Context: an optimization exercise on an open-source flow, tuned for small area. The choices shown serve that exercise and are no tape-out recipe.
RTL that was checked went through simulation tests only; none was proved equivalent to the original.

==> inputs of lagoon <==
==> flow/design.v <==
`default_nettype none
package dd_pkg;
	typedef logic [1:0] chan_idx_t;
	typedef logic [12:0] fifo_usedw_t;
	typedef logic [24:0] ddr_count_t;
	typedef logic [15:0] xfer_bytes_t;
	typedef logic [31:0] fdma_addr_t;
	typedef logic [31:0] word_t;
	typedef enum logic [1:0] {
		IDLE,
		WAIT_ACK,
		WAIT_OVER
	} sched_state_e;
endpackage
`default_nettype wire
`default_nettype none
module dd_fa (
	input wire logic a,
	input wire logic b,
	input wire logic ci,
	output logic s,
	output logic co
);
	assign s = a ^ b ^ ci;
	assign co = (a & b) | (a & ci) | (b & ci);
endmodule
module dd_ha (
	input wire logic a,
	input wire logic b,
	output logic s,
	output logic co
);
	assign s = a ^ b;
	assign co = a & b;
endmodule
`default_nettype wire
`default_nettype none
module dd_top (
	input wire logic clk_i,
	input wire logic rst_rd_flag1,
	input wire logic [4-1:0] rxd_ena_i,
	input wire logic [4*13-1:0] fifo_usedw_i,
	input wire logic [4*32-1:0] fifo_rd_data_i,
	output logic [4-1:0] fifo_rd_req_o,
	input wire logic [4*25-1:0] clr_usedw_i,
	output logic [4*25-1:0] ddr_usedw_o,
	output logic [31:0] fdma_waddr_o,
	output logic [15:0] fdma_wsize_o,
	output logic fdma_wareq_o,
	input wire logic fdma_wbusy_i,
	output logic [31:0] fdma_wdata_o,
	input wire logic fdma_wvalid_i
);
	localparam logic [1:0] S_IDLE = 2'b00;
	localparam logic [1:0] S_WACK = 2'b01;
	localparam logic [1:0] S_WOVER = 2'b10;
	localparam logic [1:0] S_IDLEP = 2'b11;
	logic [1:0] st_q;
	logic busy_q;
	logic wareq_q;
	logic [3:0] gsel_q;
	logic [10:0] size_q;
	logic [3:0] pval_q;
	logic [22:0] ptr_q [4];
	logic [24:0] usedw_q [4];
	logic [3:0] ready;
	logic [10:0] words [4];
	always_comb begin
		for (int c = 0; c < 4; c++) begin
			ready[c] = (|fifo_usedw_i[c*13+10 +: 3])
				|| ((|fifo_usedw_i[c*13 +: 10]) && !rxd_ena_i[c]);
			words[c] = (|fifo_usedw_i[c*13+10 +: 3]) ? 11'd1024
				: {1'b0, fifo_usedw_i[c*13 +: 10]};
		end
	end
	logic [3:0] gnt;
	assign gnt[0] = ready[0];
	assign gnt[1] = ready[1] && !ready[0];
	assign gnt[2] = ready[2] && !(|ready[1:0]);
	assign gnt[3] = ready[3] && !(|ready[2:0]);
	logic [10:0] gnt_words;
	always_comb begin
		gnt_words = '0;
		for (int c = 0; c < 4; c++)
			gnt_words = gnt_words | (gnt[c] ? words[c] : 11'd0);
	end
	logic idle;
	logic grant;
	logic busy_rise;
	logic busy_fall;
	logic over_fall;
	assign idle = (st_q == S_IDLE) || (st_q == S_IDLEP);
	assign grant = idle && (|ready) && !fdma_wbusy_i;
	assign busy_rise = !busy_q && fdma_wbusy_i;
	assign busy_fall = busy_q && !fdma_wbusy_i;
	assign over_fall = (st_q == S_WOVER) && busy_q && !fdma_wbusy_i;
	logic [22:0] cur_ptr;
	logic [22:0] ptr_sum;
	logic [22:0] ptr_next;
	always_comb begin
		cur_ptr = '0;
		for (int c = 0; c < 4; c++)
			cur_ptr = cur_ptr | ((gsel_q[c] && pval_q[c]) ? ptr_q[c] : 23'd0);
	end
	assign ptr_sum = cur_ptr + 23'(size_q);
	assign ptr_next = (&ptr_sum[22:18]) ? 23'd0 : ptr_sum;
	always_ff @(posedge clk_i or negedge rst_rd_flag1) begin
		if (!rst_rd_flag1) begin
			busy_q <= 1'b0;
		end else begin
			busy_q <= fdma_wbusy_i;
		end
	end
	always_ff @(posedge clk_i or negedge rst_rd_flag1) begin
		if (!rst_rd_flag1) begin
			st_q <= S_IDLE;
		end else begin
			case (st_q)
				S_WACK: if (busy_rise) st_q <= S_WOVER;
				S_WOVER: if (busy_fall) st_q <= S_IDLEP;
				default: if (grant) st_q <= S_WACK;
			endcase
		end
	end
	always_ff @(posedge clk_i or negedge rst_rd_flag1) begin
		if (!rst_rd_flag1) begin
			gsel_q <= 4'b0001;
			size_q <= '0;
		end else if (grant) begin
			gsel_q <= gnt;
			size_q <= gnt_words;
		end
	end
	always_ff @(posedge clk_i or negedge rst_rd_flag1) begin
		if (!rst_rd_flag1) begin
			wareq_q <= 1'b0;
		end else begin
			wareq_q <= (st_q == S_WACK) && !fdma_wbusy_i;
		end
	end
	logic wback;
	assign wback = grant && (st_q == S_IDLEP);
	for (genvar g = 0; g < 4; g++) begin : g_chan
		always_ff @(posedge clk_i or negedge rst_rd_flag1) begin
			if (!rst_rd_flag1) begin
				pval_q[g] <= 1'b0;
			end else if (wback && gsel_q[g]) begin
				pval_q[g] <= 1'b1;
			end
		end
		always_ff @(posedge clk_i) begin
			if (wback && gsel_q[g]) begin
				ptr_q[g] <= ptr_next;
			end
		end
		logic [24:0] u, clr, A, x;
		assign u = usedw_q[g];
		assign clr = clr_usedw_i[g*25 +: 25];
		assign A = (over_fall && gsel_q[g]) ? {12'd0, size_q, 2'b00} : 25'd0;
		logic [24:0] nclr, P, s0;
		logic [13:0] K;
		logic [25:0] rc;
		assign nclr = ~clr;
		assign K[2:0] = 3'b000;
		assign P[1:0] = u[1:0];
		assign P[24:13] = u[24:13];
		for (genvar i = 2; i <= 12; i++) begin : g_csa
			dd_fa u_fa (.a(u[i]), .b(nclr[i]), .ci(A[i]), .s(P[i]), .co(K[i+1]));
		end
		assign s0[0] = ~(P[0] ^ nclr[0]);
		assign rc[1] = P[0] | nclr[0];
		dd_fa u_fa1 (.a(P[1]), .b(nclr[1]), .ci(rc[1]), .s(s0[1]), .co(rc[2]));
		dd_ha u_ha2 (.a(P[2]), .b(rc[2]), .s(s0[2]), .co(rc[3]));
		dd_fa u_fa3 (.a(P[3]), .b(K[3]), .ci(rc[3]), .s(s0[3]), .co(rc[4]));
		dd_fa u_fa4 (.a(P[4]), .b(K[4]), .ci(rc[4]), .s(s0[4]), .co(rc[5]));
		dd_fa u_fa5 (.a(P[5]), .b(K[5]), .ci(rc[5]), .s(s0[5]), .co(rc[6]));
		dd_fa u_fa6 (.a(P[6]), .b(K[6]), .ci(rc[6]), .s(s0[6]), .co(rc[7]));
		dd_fa u_fa7 (.a(P[7]), .b(K[7]), .ci(rc[7]), .s(s0[7]), .co(rc[8]));
		dd_fa u_fa8 (.a(P[8]), .b(K[8]), .ci(rc[8]), .s(s0[8]), .co(rc[9]));
		dd_ha u_ha9 (.a(P[9]), .b(K[9]), .s(s0[9]), .co(rc[10]));
		dd_fa u_fa10 (.a(P[10]), .b(K[10]), .ci(rc[10]), .s(s0[10]), .co(rc[11]));
		dd_fa u_fa11 (.a(P[11]), .b(K[11]), .ci(rc[11]), .s(s0[11]), .co(rc[12]));
		dd_fa u_fa12 (.a(P[12]), .b(K[12]), .ci(rc[12]), .s(s0[12]), .co(rc[13]));
		dd_ha u_ha13 (.a(P[13]), .b(nclr[13]), .s(s0[13]), .co(rc[14]));
		dd_fa u_fa14 (.a(P[14]), .b(nclr[14]), .ci(rc[14]), .s(s0[14]), .co(rc[15]));
		dd_fa u_fa15 (.a(P[15]), .b(nclr[15]), .ci(rc[15]), .s(s0[15]), .co(rc[16]));
		dd_fa u_fa16 (.a(P[16]), .b(nclr[16]), .ci(rc[16]), .s(s0[16]), .co(rc[17]));
		dd_fa u_fa17 (.a(P[17]), .b(nclr[17]), .ci(rc[17]), .s(s0[17]), .co(rc[18]));
		dd_fa u_fa18 (.a(P[18]), .b(nclr[18]), .ci(rc[18]), .s(s0[18]), .co(rc[19]));
		dd_ha u_ha19 (.a(P[19]), .b(nclr[19]), .s(s0[19]), .co(rc[20]));
		dd_fa u_fa20 (.a(P[20]), .b(nclr[20]), .ci(rc[20]), .s(s0[20]), .co(rc[21]));
		dd_fa u_fa21 (.a(P[21]), .b(nclr[21]), .ci(rc[21]), .s(s0[21]), .co(rc[22]));
		dd_fa u_fa22 (.a(P[22]), .b(nclr[22]), .ci(rc[22]), .s(s0[22]), .co(rc[23]));
		dd_fa u_fa23 (.a(P[23]), .b(nclr[23]), .ci(rc[23]), .s(s0[23]), .co(rc[24]));
		dd_fa u_fa24 (.a(P[24]), .b(nclr[24]), .ci(rc[24]), .s(s0[24]), .co(rc[25]));
		always_comb begin
			logic ca, cb, t, ao;
			x[8:0] = s0[8:0];
			ca = rc[9];
			ao = 1'b1;
			x[9] = s0[9] ^ (ca & ao);
			ao = ao & s0[9];
			x[10] = s0[10] ^ (ca & ao);
			ao = ao & s0[10];
			x[11] = s0[11] ^ (ca & ao);
			ao = ao & s0[11];
			x[12] = s0[12] ^ (ca & ao);
			ao = ao & s0[12];
			ca = rc[13] | (ca & ao);
			cb = K[13];
			x[13] = s0[13] ^ ca ^ cb;
			t = (s0[13] & ca) | (s0[13] & cb) | (ca & cb);
			ao = 1'b1;
			x[14] = s0[14] ^ (t & ao);
			ao = ao & s0[14];
			x[15] = s0[15] ^ (t & ao);
			ao = ao & s0[15];
			x[16] = s0[16] ^ (t & ao);
			ao = ao & s0[16];
			x[17] = s0[17] ^ (t & ao);
			ao = ao & s0[17];
			x[18] = s0[18] ^ (t & ao);
			ao = ao & s0[18];
			ca = rc[19];
			cb = t & ao;
			x[19] = s0[19] ^ ca ^ cb;
			t = (s0[19] & ca) | (s0[19] & cb) | (ca & cb);
			ao = 1'b1;
			x[20] = s0[20] ^ (t & ao);
			ao = ao & s0[20];
			x[21] = s0[21] ^ (t & ao);
			ao = ao & s0[21];
			x[22] = s0[22] ^ (t & ao);
			ao = ao & s0[22];
			x[23] = s0[23] ^ (t & ao);
			ao = ao & s0[23];
			x[24] = s0[24] ^ (t & ao);
			ao = ao & s0[24];
			ca = rc[25];
			cb = t & ao;
		end
		always_ff @(posedge clk_i or negedge rst_rd_flag1) begin
			if (!rst_rd_flag1) begin
				usedw_q[g] <= '0;
			end else begin
				usedw_q[g] <= x;
			end
		end
		assign ddr_usedw_o[g*25 +: 25] = usedw_q[g];
	end
	assign fdma_wareq_o = wareq_q;
	assign fdma_wsize_o = {5'd0, size_q};
	assign fdma_waddr_o = {5'b00110, gsel_q[3] | gsel_q[2], gsel_q[3] | gsel_q[1], cur_ptr, 2'b00};
	always_comb begin
		fdma_wdata_o = '0;
		for (int c = 0; c < 4; c++)
			fdma_wdata_o = fdma_wdata_o | (gsel_q[c] ? fifo_rd_data_i[c*32 +: 32] : 32'd0);
		fifo_rd_req_o = gsel_q & {4{fdma_wvalid_i}};
	end
endmodule
`default_nettype wire
==> flow/flow/run.sh <==
#!/bin/bash
# Standard ORFS layout with two changes: the port buffers use the smallest
# buffer cell, and clock tree synthesis uses larger sink clusters without
# dummy loads.
set -euo pipefail
bash standard.sh \
  'BUFFER_PORTS_ARGS=-buffer_cell sky130_fd_sc_hd__buf_1' \
  'CTS_ARGS=-sink_clustering_enable -repair_clock_nets -buf_list sky130_fd_sc_hd__clkbuf_4 -sink_clustering_size 10 -sink_clustering_max_diameter 50 -dont_use_dummy_load' \
  finish > standard_make.log 2>&1
==> flow/standard.sh <==
#!/bin/bash
# synth_recipe.tcl (not shown) runs the flow's synth.tcl, then flattens the netlist and writes it again
# the make line also repeats each setting of config.mk as NAME=value (left out here)
make -C /OpenROAD-flow-scripts/flow DESIGN_CONFIG=/design/flow/config.mk WORK_HOME=/design/flow/orfs CLKGATE_MAP_FILE= SYNTH_SCRIPT=/design/flow/synth_recipe.tcl "${@:-finish}"
==> flow/config.mk <==
export PLATFORM = sky130hd
export DESIGN_NAME = dd_top
export DESIGN_NICKNAME = dd_top
export VERILOG_FILES = /design/flow/design.v
export SDC_FILE = /design/flow/constraint.sdc
export NUM_CORES = 4
export LEC_CHECK = 0
export CAP_MARGIN = 20
export CORE_MARGIN = 2
export CORE_UTILIZATION = 40
export SLEW_MARGIN = 20
export SYNTH_HIERARCHICAL = 1
==> flow/constraint.sdc <==
create_clock -name core_clock -period 6.0 [get_ports {clk_i}]
set_input_delay 1.2000 -clock core_clock [delete_from_list [all_inputs] [get_ports {clk_i}]]
set_output_delay 1.2000 -clock core_clock [all_outputs]
set_load 0.01 [all_outputs]
==> inputs of raven, as changes to lagoon <==
--- a/flow/design.v
+++ b/flow/design.v
@@ -57,5 +57,4 @@
 	localparam logic [1:0] S_IDLEP = 2'b11;
 	logic [1:0] st_q;
-	logic busy_q;
 	logic wareq_q;
 	logic [3:0] gsel_q;
@@ -87,12 +86,8 @@
 	logic idle;
 	logic grant;
-	logic busy_rise;
-	logic busy_fall;
 	logic over_fall;
 	assign idle = (st_q == S_IDLE) || (st_q == S_IDLEP);
 	assign grant = idle && (|ready) && !fdma_wbusy_i;
-	assign busy_rise = !busy_q && fdma_wbusy_i;
-	assign busy_fall = busy_q && !fdma_wbusy_i;
-	assign over_fall = (st_q == S_WOVER) && busy_q && !fdma_wbusy_i;
+	assign over_fall = (st_q == S_WOVER) && !fdma_wbusy_i;
 	logic [22:0] cur_ptr;
 	logic [22:0] ptr_sum;
@@ -105,11 +100,4 @@
 	assign ptr_sum = cur_ptr + 23'(size_q);
 	assign ptr_next = (&ptr_sum[22:18]) ? 23'd0 : ptr_sum;
-	always_ff @(posedge clk_i or negedge rst_rd_flag1) begin
-		if (!rst_rd_flag1) begin
-			busy_q <= 1'b0;
-		end else begin
-			busy_q <= fdma_wbusy_i;
-		end
-	end
 	always_ff @(posedge clk_i or negedge rst_rd_flag1) begin
 		if (!rst_rd_flag1) begin
@@ -117,6 +105,6 @@
 		end else begin
 			case (st_q)
-				S_WACK: if (busy_rise) st_q <= S_WOVER;
-				S_WOVER: if (busy_fall) st_q <= S_IDLEP;
+				S_WACK: if (fdma_wbusy_i) st_q <= S_WOVER;
+				S_WOVER: if (!fdma_wbusy_i) st_q <= S_IDLEP;
 				default: if (grant) st_q <= S_WACK;
 			endcase
@@ -177,6 +165,6 @@
 		dd_fa u_fa6 (.a(P[6]), .b(K[6]), .ci(rc[6]), .s(s0[6]), .co(rc[7]));
 		dd_fa u_fa7 (.a(P[7]), .b(K[7]), .ci(rc[7]), .s(s0[7]), .co(rc[8]));
-		dd_fa u_fa8 (.a(P[8]), .b(K[8]), .ci(rc[8]), .s(s0[8]), .co(rc[9]));
-		dd_ha u_ha9 (.a(P[9]), .b(K[9]), .s(s0[9]), .co(rc[10]));
+		dd_ha u_ha8 (.a(P[8]), .b(K[8]), .s(s0[8]), .co(rc[9]));
+		dd_fa u_fa9 (.a(P[9]), .b(K[9]), .ci(rc[9]), .s(s0[9]), .co(rc[10]));
 		dd_fa u_fa10 (.a(P[10]), .b(K[10]), .ci(rc[10]), .s(s0[10]), .co(rc[11]));
 		dd_fa u_fa11 (.a(P[11]), .b(K[11]), .ci(rc[11]), .s(s0[11]), .co(rc[12]));
@@ -196,7 +184,9 @@
 		always_comb begin
 			logic ca, cb, t, ao;
-			x[8:0] = s0[8:0];
-			ca = rc[9];
+			x[7:0] = s0[7:0];
+			ca = rc[8];
 			ao = 1'b1;
+			x[8] = s0[8] ^ (ca & ao);
+			ao = ao & s0[8];
 			x[9] = s0[9] ^ (ca & ao);
 			ao = ao & s0[9];
==> inputs of pepper, as changes to lagoon <==
==> flow/design.v (replaced) <==
`default_nettype none
package dd_pkg;
	typedef logic [1:0] chan_idx_t;
	typedef logic [12:0] fifo_usedw_t;
	typedef logic [24:0] ddr_count_t;
	typedef logic [15:0] xfer_bytes_t;
	typedef logic [31:0] fdma_addr_t;
	typedef logic [31:0] word_t;
	typedef enum logic [1:0] {
		IDLE,
		WAIT_ACK,
		WAIT_OVER
	} sched_state_e;
endpackage
`default_nettype wire
`default_nettype none
module dd_top (
	input wire logic clk_i,
	input wire logic rst_rd_flag1,
	input wire logic [4-1:0] rxd_ena_i,
	input wire logic [4*13-1:0] fifo_usedw_i,
	input wire logic [4*32-1:0] fifo_rd_data_i,
	output logic [4-1:0] fifo_rd_req_o,
	input wire logic [4*25-1:0] clr_usedw_i,
	output logic [4*25-1:0] ddr_usedw_o,
	output logic [31:0] fdma_waddr_o,
	output logic [15:0] fdma_wsize_o,
	output logic fdma_wareq_o,
	input wire logic fdma_wbusy_i,
	output logic [31:0] fdma_wdata_o,
	input wire logic fdma_wvalid_i
);
	localparam logic [1:0] S_IDLE = 2'b00;
	localparam logic [1:0] S_WACK = 2'b01;
	localparam logic [1:0] S_WOVER = 2'b10;
	localparam logic [1:0] S_IDLEP = 2'b11;
	logic [1:0] st_q;
	logic busy_q;
	logic wareq_q;
	logic [1:0] gsel_q;
	logic [10:0] size_q;
	logic [22:0] ptr_q [4];
	logic [24:0] usedw_q [4];
	logic [4-1:0] ready;
	logic [10:0] words [4];
	always_comb begin
		for (int c = 0; c < 4; c++) begin
			ready[c] = (|fifo_usedw_i[c*13+10 +: 3])
				|| ((|fifo_usedw_i[c*13 +: 10]) && !rxd_ena_i[c]);
			words[c] = (|fifo_usedw_i[c*13+10 +: 3]) ? 11'd1024
				: {1'b0, fifo_usedw_i[c*13 +: 10]};
		end
	end
	logic [1:0] gidx;
	always_comb begin
		gidx = 2'd0;
		for (int i = 4 - 1; i >= 0; i--)
			if (ready[i]) gidx = 2'(i);
	end
	logic idle;
	logic grant;
	logic busy_rise;
	logic busy_fall;
	logic commit;
	assign idle = (st_q == S_IDLE) || (st_q == S_IDLEP);
	assign grant = idle && (|ready) && !fdma_wbusy_i;
	assign busy_rise = !busy_q && fdma_wbusy_i;
	assign busy_fall = busy_q && !fdma_wbusy_i;
	assign commit = (st_q == S_WOVER) && busy_fall;
	logic [22:0] cur_ptr;
	logic [22:0] ptr_sum;
	logic [22:0] ptr_next;
	assign cur_ptr = ptr_q[gsel_q];
	assign ptr_sum = cur_ptr + 23'(size_q);
	assign ptr_next = (&ptr_sum[22:18]) ? 23'd0 : ptr_sum;
	always_ff @(posedge clk_i or negedge rst_rd_flag1) begin
		if (!rst_rd_flag1) begin
			busy_q <= 1'b0;
		end else begin
			busy_q <= fdma_wbusy_i;
		end
	end
	always_ff @(posedge clk_i or negedge rst_rd_flag1) begin
		if (!rst_rd_flag1) begin
			st_q <= S_IDLE;
		end else begin
			case (st_q)
				S_WACK: if (busy_rise) st_q <= S_WOVER;
				S_WOVER: if (busy_fall) st_q <= S_IDLEP;
				default: if (grant) st_q <= S_WACK;
			endcase
		end
	end
	always_ff @(posedge clk_i or negedge rst_rd_flag1) begin
		if (!rst_rd_flag1) begin
			gsel_q <= '0;
			size_q <= '0;
		end else if (grant) begin
			gsel_q <= gidx;
			size_q <= words[gidx];
		end
	end
	always_ff @(posedge clk_i or negedge rst_rd_flag1) begin
		if (!rst_rd_flag1) begin
			wareq_q <= 1'b0;
		end else begin
			wareq_q <= (st_q == S_WACK) && !fdma_wbusy_i;
		end
	end
	for (genvar g = 0; g < 4; g++) begin : g_chan
		always_ff @(posedge clk_i or negedge rst_rd_flag1) begin
			if (!rst_rd_flag1) begin
				ptr_q[g] <= '0;
			end else if (grant && (st_q == S_IDLEP) && (gsel_q == 2'(g))) begin
				ptr_q[g] <= ptr_next;
			end
		end
		logic [24:0] add_bytes;
		assign add_bytes = (commit && (gsel_q == 2'(g))) ? {12'd0, size_q, 2'b00} : 25'd0;
		always_ff @(posedge clk_i or negedge rst_rd_flag1) begin
			if (!rst_rd_flag1) begin
				usedw_q[g] <= '0;
			end else begin
				usedw_q[g] <= usedw_q[g] - clr_usedw_i[g*25 +: 25] + add_bytes;
			end
		end
		assign ddr_usedw_o[g*25 +: 25] = usedw_q[g];
	end
	assign fdma_wareq_o = wareq_q;
	assign fdma_wsize_o = {5'd0, size_q};
	assign fdma_waddr_o = {5'b00110, gsel_q, cur_ptr, 2'b00};
	assign fdma_wdata_o = fifo_rd_data_i[gsel_q*32 +: 32];
	always_comb begin
		fifo_rd_req_o = '0;
		fifo_rd_req_o[gsel_q] = fdma_wvalid_i;
	end
endmodule
`default_nettype wire
==> flow/flow/run.sh (replaced) <==
#!/bin/bash
# Standard ORFS layout with two changes: the port buffers use the smallest
# buffer cell, and clock tree synthesis uses larger sink clusters without
# dummy loads.
set -euo pipefail
bash standard.sh \
  'BUFFER_PORTS_ARGS=-buffer_cell sky130_fd_sc_hd__buf_1' \
  'CTS_ARGS=-sink_clustering_enable -repair_clock_nets -buf_list sky130_fd_sc_hd__clkbuf_8 -sink_clustering_size 20 -sink_clustering_max_diameter 50 -dont_use_dummy_load' \
  finish > standard_make.log 2>&1
--- a/flow/config.mk
+++ b/flow/config.mk
@@ -10,3 +10,2 @@
 export CORE_UTILIZATION = 40
 export SLEW_MARGIN = 20
-export SYNTH_HIERARCHICAL = 1
==> inputs of xenon, as changes to lagoon <==
--- a/flow/design.v
+++ b/flow/design.v
@@ -177,6 +177,6 @@
 		dd_fa u_fa6 (.a(P[6]), .b(K[6]), .ci(rc[6]), .s(s0[6]), .co(rc[7]));
 		dd_fa u_fa7 (.a(P[7]), .b(K[7]), .ci(rc[7]), .s(s0[7]), .co(rc[8]));
-		dd_fa u_fa8 (.a(P[8]), .b(K[8]), .ci(rc[8]), .s(s0[8]), .co(rc[9]));
-		dd_ha u_ha9 (.a(P[9]), .b(K[9]), .s(s0[9]), .co(rc[10]));
+		dd_ha u_ha8 (.a(P[8]), .b(K[8]), .s(s0[8]), .co(rc[9]));
+		dd_fa u_fa9 (.a(P[9]), .b(K[9]), .ci(rc[9]), .s(s0[9]), .co(rc[10]));
 		dd_fa u_fa10 (.a(P[10]), .b(K[10]), .ci(rc[10]), .s(s0[10]), .co(rc[11]));
 		dd_fa u_fa11 (.a(P[11]), .b(K[11]), .ci(rc[11]), .s(s0[11]), .co(rc[12]));
@@ -186,9 +186,9 @@
 		dd_fa u_fa15 (.a(P[15]), .b(nclr[15]), .ci(rc[15]), .s(s0[15]), .co(rc[16]));
 		dd_fa u_fa16 (.a(P[16]), .b(nclr[16]), .ci(rc[16]), .s(s0[16]), .co(rc[17]));
-		dd_fa u_fa17 (.a(P[17]), .b(nclr[17]), .ci(rc[17]), .s(s0[17]), .co(rc[18]));
+		dd_ha u_ha17 (.a(P[17]), .b(nclr[17]), .s(s0[17]), .co(rc[18]));
 		dd_fa u_fa18 (.a(P[18]), .b(nclr[18]), .ci(rc[18]), .s(s0[18]), .co(rc[19]));
-		dd_ha u_ha19 (.a(P[19]), .b(nclr[19]), .s(s0[19]), .co(rc[20]));
+		dd_fa u_fa19 (.a(P[19]), .b(nclr[19]), .ci(rc[19]), .s(s0[19]), .co(rc[20]));
 		dd_fa u_fa20 (.a(P[20]), .b(nclr[20]), .ci(rc[20]), .s(s0[20]), .co(rc[21]));
-		dd_fa u_fa21 (.a(P[21]), .b(nclr[21]), .ci(rc[21]), .s(s0[21]), .co(rc[22]));
+		dd_ha u_ha21 (.a(P[21]), .b(nclr[21]), .s(s0[21]), .co(rc[22]));
 		dd_fa u_fa22 (.a(P[22]), .b(nclr[22]), .ci(rc[22]), .s(s0[22]), .co(rc[23]));
 		dd_fa u_fa23 (.a(P[23]), .b(nclr[23]), .ci(rc[23]), .s(s0[23]), .co(rc[24]));
@@ -196,7 +196,9 @@
 		always_comb begin
 			logic ca, cb, t, ao;
-			x[8:0] = s0[8:0];
-			ca = rc[9];
-			ao = 1'b1;
+			x[7:0] = s0[7:0];
+			ca = rc[8];
+			ao = 1'b1;
+			x[8] = s0[8] ^ (ca & ao);
+			ao = ao & s0[8];
 			x[9] = s0[9] ^ (ca & ao);
 			ao = ao & s0[9];
@@ -218,17 +220,20 @@
 			x[16] = s0[16] ^ (t & ao);
 			ao = ao & s0[16];
-			x[17] = s0[17] ^ (t & ao);
-			ao = ao & s0[17];
+			ca = rc[17];
+			cb = t & ao;
+			x[17] = s0[17] ^ ca ^ cb;
+			t = (s0[17] & ca) | (s0[17] & cb) | (ca & cb);
+			ao = 1'b1;
 			x[18] = s0[18] ^ (t & ao);
 			ao = ao & s0[18];
-			ca = rc[19];
-			cb = t & ao;
-			x[19] = s0[19] ^ ca ^ cb;
-			t = (s0[19] & ca) | (s0[19] & cb) | (ca & cb);
-			ao = 1'b1;
+			x[19] = s0[19] ^ (t & ao);
+			ao = ao & s0[19];
 			x[20] = s0[20] ^ (t & ao);
 			ao = ao & s0[20];
-			x[21] = s0[21] ^ (t & ao);
-			ao = ao & s0[21];
+			ca = rc[21];
+			cb = t & ao;
+			x[21] = s0[21] ^ ca ^ cb;
+			t = (s0[21] & ca) | (s0[21] & cb) | (ca & cb);
+			ao = 1'b1;
 			x[22] = s0[22] ^ (t & ao);
 			ao = ao & s0[22];
==> summary.txt <==
Run status: lagoon finished clean; xenon finished clean; pepper finished clean; raven finished clean
Combined area of the multi-input logic cells: lagoon 6860 sq um; xenon 7070 sq um; pepper 9680 sq um; raven 6950 sq um
Actual slew at the worst max-slew pin: lagoon 0.955 ns; xenon 0.949 ns; pepper 0.921 ns; raven 0.894 ns
Area fraction in and, or, nand and nor cells after synthesis: lagoon 10.6%; xenon 12.1%; pepper 11.4%; raven 12.6%
Part of the cycle the worst path needs: lagoon 95.6%; xenon 96.8%; pepper 83.3%; raven 95.9%
Post-synthesis to final-layout area growth: lagoon 16.3%; xenon 17.7%; pepper 17.1%; raven 15.2%
Gate count after technology mapping: lagoon 1,180; xenon 1,185; pepper 1,714; raven 1,194
Post-synthesis register bit count: lagoon 215; xenon 215; pepper 209; raven 214
Signal buffers share of area: lagoon 12.1%; xenon 12.5%; pepper 9.68%; raven 12.2%
Async set-reset flop share out of synthesis: lagoon 57.2%; xenon 57.2%; pepper 100%; raven 57.0%
Stages on the worst setup path: lagoon 22; xenon 22; pepper 15; raven 22
Fillcell total: lagoon 3,280; xenon 3,306; pepper 3,961; raven 3,289
Placement-stage cell area: lagoon 15,700 sq um; xenon 16,000 sq um; pepper 18,300 sq um; raven 15,800 sq um
Function not checked in lagoon, raven and xenon: the RTL went through the layout flow alone.

[static timing again, ports no longer ideal]
How much do the figures lean on ideal ports? The routed layouts below were timed once more, with nothing changed but the port constraints. Step 1 assumes that a clkbuf_16 drives the clock port and a buf_2 every other input. Step 2, shift: input delay + t, output delay - t, t = (earliest + latest rising clock arrival at the registers) / 2. This alone moves slack from input paths to output paths. Three values: ideal, step 1, step 2; two values: the first two.
run	t, ns	setup WS [ns]	worst setup path at the end	worst data-port slew with drivers (ns)
lagoon	0.659	0.266 / 0.259 / -0.400	input to register	0.13
raven	0.713	0.245 / 0.245 / -0.284	input to register	0.15
pepper	0.605	1.004 / 0.998 / 0.393	input to register	0.18
xenon	0.681	0.191 / 0.216 / -0.466	input to register	0.13
With both steps, setup timing fails in lagoon, raven and xenon, where it was met with ideal ports. For lagoon, which loses most, drivers alone change the setup slack by -0.007 ns; drivers and shift together by -0.666 ns.
